From an optimization exercise on the open Yosys and OpenROAD flow, aimed at small area, a short achievable clock period and few clock cycles; shortcuts taken in it are not production practice.
The RTL was checked by simulation tests, not by an equivalence proof against the original design.
Power and IR drop assume default switching activity.

## sixteen_lane_string_hash
module sixteen_lane_string_hash (
  input  wire logic                         clk,
  input  wire logic                         rst,
  input  wire logic                         s_tvalid,
  output      logic                         s_tready,
  input  wire logic [slsh_pkg::S_DATA_W-1:0] s_tdata,    
  input  wire logic                         s_tuser,    
  input  wire logic                         s_tlast,    
  output      logic                         m_tvalid,
  input  wire logic                         m_tready,
  output      logic [slsh_pkg::M_DATA_W-1:0] m_tdata,    
  output      logic                         m_tlast     
);
export LEC_CHECK = 0
export ABC_AREA = 1
export CAP_MARGIN = 20
export CORE_MARGIN = 2
export CORE_UTILIZATION = 40
export SLEW_MARGIN = 20
create_clock -name core_clock -period 17.0 [get_ports {clk}]
standard.sh (not shown) runs the stock make flow with config.mk's settings and CLKGATE_MAP_FILE= SYNTH_SCRIPT=/design/flow/synth_recipe.tcl, a recipe that flattens the netlist after the stock synthesis.
==> flow/flow/run.sh <==
#!/bin/bash
# Standard layout with two changes:
#  - between synthesis and floorplan, flow/polarity.py pushes inverters through
#    full-adder cells (a full adder is self-dual), removing most of the inverters
#    synthesis leaves between the adders of the carry-save trees; registers are
#    not touched;
#  - timing repair aims for the setup margin in flow/margin (ns) instead of the
#    default, so that the achieved period is pushed below the clock period.
# The constraints (constraint.sdc) are the standard flow's, unchanged.
set -euo pipefail
work=$(pwd)
res=$work/orfs/results/${FLOW_PLATFORM:-sky130hd}/sixteen_lane_string_hash/base
margin=$(cat flow/margin 2>/dev/null || echo 0)
bash standard.sh synth > "$work/synth.log" 2>&1
cp "$res/1_2_yosys.v" "$work/1_2_yosys.orig.v"
python3 flow/polarity.py "$work/1_2_yosys.orig.v" "$res/1_2_yosys.v" > "$work/polarity.log" 2>&1
bash standard.sh "SETUP_SLACK_MARGIN=$margin" finish > "$work/layout.log" 2>&1
test -f out/final.def
Other scripts of this flow, unchanged in this note and not shown: flow/flow/margin, flow/flow/polarity.py
The baseline finished with timing, DRC and antenna clean.
Testbench counts at the start, summed over its fixed seeds: cycles 20,899.
==> next run, changes <==
--- a/flow/design.v
+++ b/flow/design.v
@@ -125,31 +125,30 @@
   logic [L-1:0][W-1:0] lanes_upd;
   logic                rst_q;   
   logic                a_v, b_v;
   logic [W-1:0]        a_w, b_w;
   slsh_pkg::lane_idx_t a_i, b_i;
   logic                push, pop;
   logic [W-1:0]        o_w;
   logic [W-1:0]        a_nw;    
   logic [W-1:0]        a_hl;
   slsh_pkg::hex_text_t hex;    
   logic [W/4-1:0]      a_ge;    
-  logic [W/4-1:0]      a_lt;    
   logic                a_last;
   slsh_pkg::lane_idx_t o_i;
   assign r_code   = slsh_pkg::code_of(r_byte);
   assign s_tready = !k_v;
   assign in_fire  = s_tvalid && !k_v;
   assign go       = !b_v;
   assign space_ok = !(|sl_last[L-2:0]);
-  assign take     = go && r_v && !(sl_last[0] && r_user) && (!r_last || space_ok);
+  assign take     = go && r_v && !sl_last[0] && (!r_last || space_ok);
   always_ff @(posedge clk) begin
     rst_q <= rst;
   end
   always_ff @(posedge clk) begin
     if (rst) begin
       r_v <= 1'b0;
       k_v <= 1'b0;
     end else begin
       if (!r_v || take) begin
         if (k_v) begin
           r_v <= 1'b1;
@@ -14229,31 +14228,30 @@
       end
     end
   end
   assign a_nw = b_v ? b_w : o_w;
   always_ff @(posedge clk) begin
     if (pop || !a_v) begin
       a_w    <= a_nw;
       a_i    <= b_v ? b_i : o_i;
       a_last <= b_v ? (b_i == slsh_pkg::lane_idx_t'(L - 1)) : (o_i == slsh_pkg::lane_idx_t'(L - 1));
       for (int n = 0; n < W / 4; n++) begin
         a_ge[n]        <= (a_nw[4*n +: 4] >= 4'd10);
-        a_lt[n]        <= (a_nw[4*n +: 4] < 4'd10);
         a_hl[4*n +: 4] <= (a_nw[4*n +: 4] >= 4'd10) ? a_nw[4*n +: 4] - 4'd9 : a_nw[4*n +: 4];
       end
     end
     if (push && a_v && !pop) begin
       b_w <= o_w;
       b_i <= o_i;
     end
   end
   always_comb begin
     hex = '0;
     for (int n = 0; n < W / 4; n++) begin
-      hex[8*n +: 8] = {1'b0, a_ge[n], a_lt[n], a_lt[n], a_hl[4*n +: 4]};
+      hex[8*n +: 8] = {1'b0, a_ge[n], !a_ge[n], !a_ge[n], a_hl[4*n +: 4]};
     end
   end
   assign m_tvalid = a_v;
   assign m_tlast  = a_last;
   assign m_tdata  = {{(slsh_pkg::M_DATA_W-slsh_pkg::M_FIELDS_W){1'b0}}, hex, a_w, a_i};
 endmodule
 `default_nettype wire
Global-route usage goes down by 0.27 points.
Power goes down by about 1.9%.
Setup slack is better by 87 ps.
Clock-buffer cell count goes up by 15.
Sequential power barely changes.
Hold slack is better by 11 ps.
Testbench counts after the change, summed over its fixed seeds: cycles 20,958.

==> re-timing with driven ports <==
No port has a modelled driver above. Below, the same layouts with a new extraction and two added sets of constraints. Step 1: set_driving_cell puts a clkbuf_16 on clk and a buf_2 on each other input, an assumption about the parent block. Step 2 adds t to the input delays and takes it off the output delays; t is the mean of the earliest and latest rising clock arrival at the registers after step 1. Input paths then give back, and output paths get back, about the clock's delay inside the block. Slacks: ideal ports / drivers / drivers and shift; pairs: ideal ports / drivers.
run | shift t [ns] | slack for setup (ns) | worst register clock-pin slew, ns | worst slew at a driven data input, ns | pins driven straight from the clock port
the first run | 0.867 | 11.998 / 11.908 / 11.444 | 0.07 / 0.07 | 0.03 | 1
the second run | 0.880 | 12.085 / 11.987 / 11.519 | 0.07 / 0.07 | 0.03 | 1
After both steps setup and hold are still met in every run listed. For the second run, which loses most, drivers alone change the setup slack by -0.098 ns; drivers and shift together by -0.566 ns.
